This is an optimization exercise on Yosys and OpenROAD, whose aim is small area, a short achievable clock period and few clock cycles per item, not a production implementation.
RTL that was checked went through simulation tests only; none was proved equivalent to the original.

== main ==
## audio_to_direct_recording_bits
module audio_to_direct_recording_bits (
  input  logic        clk_i,
  input  logic        rst_ni,
  input  logic        psel,
  input  logic        penable,
  input  logic        pwrite,
  input  logic [3:0]  paddr,
  input  logic [31:0] pwdata,
  output logic [31:0] prdata,
  output logic        pready,
  input  logic        in_valid_i,
  output logic        in_ready_o,
  input  logic [7:0]  sample_value_i,
  input  logic        is_last_i,
  output logic        out_valid_o,
  input  logic        out_ready_i,
  output logic [7:0]  packed_byte_o,
  output logic [3:0]  valid_bits_o,
  output logic        final_byte_o,
  output logic [23:0] total_bytes_o,
  output logic        run_clipped_o
);
clock: 9.0 ns
lec_check: 0
cap_margin: 20
core_margin: 2
core_utilization: 70
cts_cluster_diameter: 65
cts_cluster_size: 36
setup_slack_margin: 4.6
slew_margin: 20
standard.sh (not shown) runs the stock make flow with config.mk's settings and CLKGATE_MAP_FILE= SYNTH_SCRIPT=/design/flow/synth_recipe.tcl, a recipe that flattens the netlist after the stock synthesis.
==> flow/flow/run.sh <==
#!/bin/bash
# The standard layout, with plain buffers (not delay buffers) on the ports.
set -euo pipefail
export BUFFER_PORTS_ARGS="-buffer_cell sky130_fd_sc_hd__buf_2"
bash standard.sh > standard.log 2>&1
Testbench counts of main, summed over its fixed seeds: cycles 20,164, samples 19,200.
diff inputs: main => the feature branch
diff --git a/flow/design.v b/flow/design.v
--- a/flow/design.v
+++ b/flow/design.v
@@ -310,27 +310,32 @@
     .a_o       (step_a),
     .b_o       (step_b),
     .hdiff_o   (half_diff),
     .cnt_o     (div_cnt)
   );
   logic        open_q, open_d;
   logic        lvl_q, lvl_d;
   logic [23:0] ext_q, ext_d;      
-  logic [24:0] g_q, g_d;
+  logic [25:0] g_q, g_d;          
   logic [8:0]  q_q, q_d;
   logic        defer_q, defer_d;
   logic        wrap;
-  logic [24:0] g_new;
-  logic [24:0] g_add;
+  logic [25:0] g_new;
+  logic [25:0] g_add;
+  logic [8:0]  g_lo;
+  logic [16:0] g_hi;
   logic [9:0]  q_sum;
   logic [8:0]  q_step;
-  assign wrap      = !g_q[24];
-  assign g_new     = {half_diff[16], half_diff, step_b[6:0]};
-  assign g_add     = g_q + {1'b0, step_b} - (wrap ? {1'b0, tsb_eff, 8'd0} : 25'd0);
+  assign wrap      = !g_q[24] || (g_q[25] && g_q[24:8] == '1);
+  assign g_new     = {1'b0, half_diff[16], half_diff, step_b[6:0]};
+  assign g_lo      = {1'b0, g_q[7:0]} + {1'b0, step_b[7:0]};
+  assign g_hi      = g_q[24:8] + {1'b0, step_b[23:8]} + {16'd0, g_q[25]} -
+                     (wrap ? {1'b0, tsb_eff} : 17'd0);
+  assign g_add     = {g_lo[8], g_hi, g_lo[7:0]};
   assign q_sum     = {1'b0, q_q} + {1'b0, step_a} + {9'd0, wrap};
   assign q_step    = (q_sum >= {1'b0, Q_SAT}) ? Q_SAT : q_sum[8:0];
   logic        s_v_q;
   logic        s_lvl_q;
   logic        s_last_q;
   logic        busy;
   logic        rc_init;
   logic        pk_full;
[summary]
Setup skew after layout: the feature branch worse than main. Higher number of distinct library cells after synthesis among the feature branch and main: main. The minimum period implied by the final worst setup slack number comes out higher for main vs the feature branch. The feature branch against main: cell area about even, combined area of all synthesized cells fell 1.9%, worst slack after detailed placement fell 350 ps. From main to the feature branch the numbers moved as follows: synthesized-area fraction occupied by adder cells fell 0.16 points, setup slack rose 41 ps, share of cell area taken by flip-flops and latches about even. There was hardly any difference in number of global-route vias before repair between the feature branch and main.
Testbench counts of the feature branch, summed over its fixed seeds: cycles 20,164, samples 19,200.

========
== run A ==
Another version of the RTL of audio_to_direct_recording_bits (not shown whole).
Size in the first run: ~130 I/O pins, ~0.015 mm² of cells after synthesis.
==> flow/design.v (excerpt) <==
module audio_to_direct_recording_bits (
  input  logic        clk_i,
  input  logic        rst_ni,
  input  logic        psel,
  input  logic        penable,
  input  logic        pwrite,
  input  logic [3:0]  paddr,
  input  logic [31:0] pwdata,
  output logic [31:0] prdata,
  output logic        pready,
  input  logic        in_valid_i,
  output logic        in_ready_o,
  input  logic [7:0]  sample_value_i,
  input  logic        is_last_i,
  output logic        out_valid_o,
  input  logic        out_ready_i,
  output logic [7:0]  packed_byte_o,
  output logic [3:0]  valid_bits_o,
  output logic        final_byte_o,
  output logic [23:0] total_bytes_o,
  output logic        run_clipped_o
);
==> flow/config.mk <==
export PLATFORM = sky130hd
export DESIGN_NAME = audio_to_direct_recording_bits
export DESIGN_NICKNAME = audio_to_direct_recording_bits
export VERILOG_FILES = /design/flow/design.v
export SDC_FILE = /design/flow/constraint.sdc
export NUM_CORES = 4
export LEC_CHECK = 0
export CAP_MARGIN = 20
export CORE_MARGIN = 2
export CORE_UTILIZATION = 45
export CTS_CLUSTER_DIAMETER = 70
export CTS_CLUSTER_SIZE = 36
export SETUP_SLACK_MARGIN = 4.6
export SLEW_MARGIN = 20
==> flow/constraint.sdc <==
create_clock -name core_clock -period 9.0 [get_ports {clk_i}]
set_input_delay 1.8000 -clock core_clock [delete_from_list [all_inputs] [get_ports {clk_i}]]
set_output_delay 1.8000 -clock core_clock [all_outputs]
set_load 0.01 [all_outputs]
Scripts as last shown in full above: flow/flow/run.sh
Run A reached the end of the flow, and the finished layout is clean on the timing, design-rule and antenna checks.
Testbench counts of run A, summed over its fixed seeds: cycles 20,164, samples 19,200.
Edits applied to the flow inputs when going from run A to run B:
diff --git a/flow/design.v b/flow/design.v
--- a/flow/design.v
+++ b/flow/design.v
@@ -20,22 +20,21 @@
   input  logic        clk_i,
   input  logic        rst_ni,
   input  logic        start_i,
   input  logic        dbl_i,
   input  logic [23:0] period_i,
   input  logic [15:0] divisor_i,
   output logic        busy_o,
   output logic        done_o,
   output logic [8:0]  a_o,
   output logic [23:0] b_o,
-  output logic [16:0] hdiff_o,
-  output logic [3:0]  cnt_o
+  output logic [16:0] hdiff_o
 );
   logic        busy_q;
   logic [3:0]  cnt_q;
   logic [15:0] rem_q;
   logic [15:0] quo_q;
   logic [7:0]  low_q;
   logic [16:0] rem_sh;
   logic [16:0] diff;
   logic        ge;
   logic        sat;
@@ -74,21 +73,20 @@
       if (dbl_i) begin
         low_q <= {low_q[6:0], 1'b0};
       end
     end
   end
   assign busy_o = busy_q;
   assign done_o = busy_q && cnt_q == 4'd15;
   assign a_o    = quo_q[8:0];
   assign b_o    = {rem_q, low_q};
   assign hdiff_o = diff;
-  assign cnt_o   = cnt_q;
 endmodule
 module atdrb_packer (
   input  logic        clk_i,
   input  logic        rst_ni,
   input  logic        cmd_valid_i,
   input  logic        cmd_level_i,
   input  logic [8:0]  cmd_bits_i,
   input  logic        cmd_clip_i,
   input  logic        cmd_last_i,
   output logic        full_o,
@@ -287,44 +285,42 @@
       atdrb_pkg::REG_MODE:      prdata = {31'd0, mode_q};
       atdrb_pkg::REG_PERIOD:    prdata = {8'd0, period_q};
       atdrb_pkg::REG_TSB:       prdata = {16'd0, tsb_eff[15:1], tsb_eff[0] && !tsb_zero_q};
       default:                  prdata = '0;
     endcase
   end
   logic        dirty_q;
   logic        restore_q;
   logic        post_q;
   logic        rc_q;
-  logic        rc_hi_q;            
-  logic [3:0]  div_cnt;
+  logic [4:0]  rc_cnt_q;
   logic        rc_end;
   logic        div_start;
   logic        div_busy;
   logic        div_done;
   logic [8:0]  step_a;
   logic [23:0] step_b;
   logic [16:0] half_diff;
-  assign rc_end    = rc_q && rc_hi_q && div_cnt == 4'd7;
+  assign rc_end    = rc_q && rc_cnt_q == 5'd23;
   assign div_start = (dirty_q && !div_busy && !rc_init && !rc_q) || rc_end;
   atdrb_div u_div (
     .clk_i     (clk_i),
     .rst_ni    (rst_ni),
     .start_i   (div_start),
     .dbl_i     (rc_q),
     .period_i  (period_q),
     .divisor_i (tsb_eff),
     .busy_o    (div_busy),
     .done_o    (div_done),
     .a_o       (step_a),
     .b_o       (step_b),
-    .hdiff_o   (half_diff),
-    .cnt_o     (div_cnt)
+    .hdiff_o   (half_diff)
   );
   logic        open_q, open_d;
   logic        lvl_q, lvl_d;
   logic [23:0] ext_q, ext_d;      
   logic [24:0] g_q, g_d;
   logic [8:0]  q_q, q_d;
   logic        defer_q, defer_d;
   logic        wrap;
   logic [24:0] g_new;
   logic [24:0] g_add;
@@ -454,23 +450,23 @@
       open_q  <= open_d;
       defer_q <= defer_d;
     end
   end
   always_ff @(posedge clk_i) begin
     lvl_q <= lvl_d;
     ext_q <= ext_d;
     g_q   <= g_d;
     q_q   <= q_d;
     if (post_q) begin
-      rc_hi_q <= 1'b0;
-    end else if (rc_q && div_cnt == 4'd15) begin
-      rc_hi_q <= 1'b1;
+      rc_cnt_q <= '0;
+    end else if (rc_q) begin
+      rc_cnt_q <= rc_cnt_q + 5'd1;
     end
   end
   atdrb_packer u_pack (
     .clk_i         (clk_i),
     .rst_ni        (rst_ni),
     .cmd_valid_i   (cmd_valid),
     .cmd_level_i   (cmd_level),
     .cmd_bits_i    (cmd_bits),
     .cmd_clip_i    (cmd_clip),
     .cmd_last_i    (cmd_last),
Findings:
- For synthesized instance count, run A and run B come out practically identical.
- Run A → run B: overall die width saw an increase; deepest clock path buffer count comparable.
The RTL of run B was laid out without a check of its function.

[static timing again, ports no longer ideal]
How much do the figures lean on ideal ports? The routed layouts below were timed once more, with nothing changed but the port constraints.
Step 1 assumes that a clkbuf_16 drives the clock port and a buf_2 every other input.
Step 2 also shifts input and output timing later by t, the mid clock arrival at the registers, as if the neighbouring blocks saw the same clock.
Slacks: ideal / step 1 / step 2; pairs: ideal / step 1.
run | t, ns | slack for setup (ns) | slew at the worst register clock pin (ns) | worst data-port slew with drivers (ns)
main | 0.561 | 4.619 / 4.493 / 4.493 | 0.10 / 0.10 | 0.12
the feature branch | 0.548 | 4.660 / 4.550 / 4.498 | 0.12 / 0.12 | 0.11
run A | 0.567 | 4.567 / 4.482 / 4.482 | 0.10 / 0.10 | 0.08
run B | 0.576 | 4.645 / 4.523 / 4.523 | 0.09 / 0.09 | 0.12
After both steps setup and hold are still met in every run listed. For the feature branch, which loses most, drivers alone change the setup slack by -0.110 ns; drivers and shift together by -0.162 ns.
